Background: an optimization exercise with open tools, aiming at small area and a short achievable clock period. Do not read the settings as production practice. Where RTL was checked, it was by simulation tests only, not by an equivalence proof against the original. Power is estimated from default activity; no workload was simulated.

Design mem_responder_top, start of the top module:
module mem_responder_top (
    input  logic       clk,
    input  logic       rst,
    input  logic       req,
    input  logic       we,
    input  logic [7:0] addr,
    input  logic [7:0] wdata,
    output logic [7:0] rdata,
    output logic       ack,
    output logic       err,
    output logic       busy
);
    mem_responder #(.DW(8), .AW(8), .DEPTH(200), .WAIT(2)) u_resp (
        .clk(clk), .rst(rst), .req(req), .we(we), .addr(addr), .wdata(wdata),
        .rdata(rdata), .ack(ack), .err(err), .busy(busy));
endmodule
Size: ~3600 cells after synthesis, ~1700 flip-flops, about 31 I/O pins, about 47000 um^2 of cells after synthesis.
export LEC_CHECK = 0
export ABC_CLOCK_PERIOD_IN_PS = 2200
export CAP_MARGIN = 20
export CORE_MARGIN = 2
export CORE_UTILIZATION = 62
export CTS_BUF_LIST = sky130_fd_sc_hd__clkbuf_16
export CTS_CLUSTER_DIAMETER = 60
export CTS_CLUSTER_SIZE = 24
export SETUP_SLACK_MARGIN = 2.3
export SLEW_MARGIN = 20
export SYNTH_HIERARCHICAL = 1
export TNS_END_PERCENT = 10
create_clock -name core_clock -period 4.5 [get_ports {clk}]
standard.sh (not shown) runs the stock make flow with config.mk's settings and CLKGATE_MAP_FILE= SYNTH_SCRIPT=/design/flow/synth_recipe.tcl, a recipe that flattens the netlist after the stock synthesis.
==> flow/flow/run.sh <==
#!/bin/bash
# Standard ORFS layout (the standard.sh), with the port buffers made of buf_4 cells
# instead of whatever buffer_ports picks by default (it has been picking delay cells).
set -euo pipefail
bash standard.sh finish 'BUFFER_PORTS_ARGS=-buffer_cell sky130_fd_sc_hd__buf_4' > make_finish.log 2>&1
Then changed:
--- a/flow/config.mk
+++ b/flow/config.mk
@@ -9,5 +9,5 @@
 export CAP_MARGIN = 20
 export CORE_MARGIN = 2
-export CORE_UTILIZATION = 62
+export CORE_UTILIZATION = 50
 export CTS_BUF_LIST = sky130_fd_sc_hd__clkbuf_16
 export CTS_CLUSTER_DIAMETER = 60
Outcome: The changed run completed without violations. First-iteration DRC count goes down by a few percent. Cell area goes up slightly. Register-to-register slack loses 0.02 ns. Global-route usage goes down by 5.0 points. Hold slack loses 0.0042 ns. Clock power goes up by a few percent. Count of clock-buffer cells in the layout goes up by 10. Total power goes up by a few percent. Non-clock buffer count goes up by 19. Routed wire length goes up slightly.
Then changed:
--- a/flow/config.mk
+++ b/flow/config.mk
@@ -9,5 +9,5 @@
 export CAP_MARGIN = 20
 export CORE_MARGIN = 2
-export CORE_UTILIZATION = 50
+export CORE_UTILIZATION = 70
 export CTS_BUF_LIST = sky130_fd_sc_hd__clkbuf_16
 export CTS_CLUSTER_DIAMETER = 60
Result: The changed run completed with no timing, DRC or antenna violations; final area is lower by 1.6%; utilization grows by 21 points; synthesized cell count is unchanged.

mem_responder_top, a different RTL version from the one above (not shown whole).
Size in the first run: ~3700 cells after synthesis, ~1700 flip-flops.
export LEC_CHECK = 0
export ABC_CLOCK_PERIOD_IN_PS = 2200
export CAP_MARGIN = 20
export CORE_MARGIN = 2
export CORE_UTILIZATION = 50
export CTS_BUF_LIST = sky130_fd_sc_hd__clkbuf_8
export CTS_CLUSTER_DIAMETER = 50
export CTS_CLUSTER_SIZE = 10
export SETUP_SLACK_MARGIN = 2.15
export SLEW_MARGIN = 20
export TNS_END_PERCENT = 100
create_clock -name core_clock -period 4.5 [get_ports {clk}]
Scripts as last shown in full above: flow/flow/run.sh
Next try:
Settings changed: SETUP_SLACK_MARGIN 2.15 to 2.3, TNS_END_PERCENT 100 to 10.
Register-to-register slack degrades by 20 ps.
Clock power drops by about 1%.
Final cell count hardly moves.
Design area drops by about 0.4%.
Next try:
Settings changed: CTS_BUF_LIST sky130_fd_sc_hd__clkbuf_8 to sky130_fd_sc_hd__clkbuf_16, CTS_CLUSTER_DIAMETER 50 to 60, CTS_CLUSTER_SIZE 10 to 24.
Setup slack is better by 98 ps.
Wire length goes up by about 3.2%.
Sequential power stays flat.
No run of this note included a check of the RTL's function; only the layout flow was run.

mem_responder_top, a different RTL version from the one above (not shown whole).
For scale: roughly 3600 cells after synthesis, ~1700 flip-flops, ~31 I/O pins.
Settings: LEC_CHECK=0, ABC_CLOCK_PERIOD_IN_PS=2200, CAP_MARGIN=20, CORE_MARGIN=2, CORE_UTILIZATION=50, CTS_BUF_LIST=sky130_fd_sc_hd__clkbuf_8, CTS_CLUSTER_DIAMETER=50, CTS_CLUSTER_SIZE=10, SETUP_SLACK_MARGIN=2.15, SLEW_MARGIN=20, TNS_END_PERCENT=100; clock period 4.5 ns.
Scripts as last shown in full above: flow/flow/run.sh
The baseline finished with timing, DRC and antenna clean.
Next try:
CORE_UTILIZATION = 62   (was 50)
CTS_BUF_LIST = sky130_fd_sc_hd__clkbuf_16   (was sky130_fd_sc_hd__clkbuf_8)
CTS_CLUSTER_DIAMETER = 60   (was 50)
CTS_CLUSTER_SIZE = 24   (was 10)
SETUP_SLACK_MARGIN = 2.3   (was 2.15)
TNS_END_PERCENT = 10   (was 100)
Result: The new run ran to the end with no violations. Total power came out higher by 0.78%. Final cell count came out lower by 5.2%. Utilization came out higher by 14 points. Via count came out higher by 1.8%. Synthesized cell count does not change.
Next try:
CTS_BUF_LIST = sky130_fd_sc_hd__clkbuf_8   (was sky130_fd_sc_hd__clkbuf_16)
CTS_CLUSTER_DIAMETER = 50   (was 60)
CTS_CLUSTER_SIZE = 10   (was 24)
The new run completed with no timing, DRC or antenna violations; power is about the same; clock-buffer cell count is higher by 98; worst hold slack degrades by 100 ps.

==> re-timing with driven ports <==
The flow's constraints put no driver on any port. The routed layouts listed below were extracted and timed again, unchanged, in two steps. Step 1 assumes that a clkbuf_16 drives the clock port and a buf_2 every other input. Step 2 moves the port delays by t, midway between the first and last clock arrival at a register: inputs arrive t later, outputs are due t later. That takes back most of the time a late clock gives input paths. a / b / c = ideal / step 1 / step 2; a / b = the first two.
run	t (ns)	setup WS [ns]	cell pins on the clock port's net
the first run of note 1	0.721	2.226 / 2.158 / 1.577	1
the second run of note 1	0.750	2.196 / 2.133 / 1.451	1
the third run of note 1	0.728	2.232 / 2.163 / 1.505	1
the first run of note 2	0.925	2.091 / 2.119 / 1.206	1
the second run of note 2	0.920	2.005 / 1.938 / 1.018	1
the third run of note 2	0.744	2.103 / 2.103 / 1.377	1
the first run of note 3	0.923	2.001 / 1.936 / 1.301	1
the second run of note 3	0.726	2.176 / 2.176 / 1.522	1
the third run of note 3	0.903	2.096 / 2.030 / 1.355	1
After both steps every run listed still meets setup and hold. For the second run of note 2, which loses most, drivers alone change the setup slack by -0.067 ns; drivers and shift together by -0.987 ns.
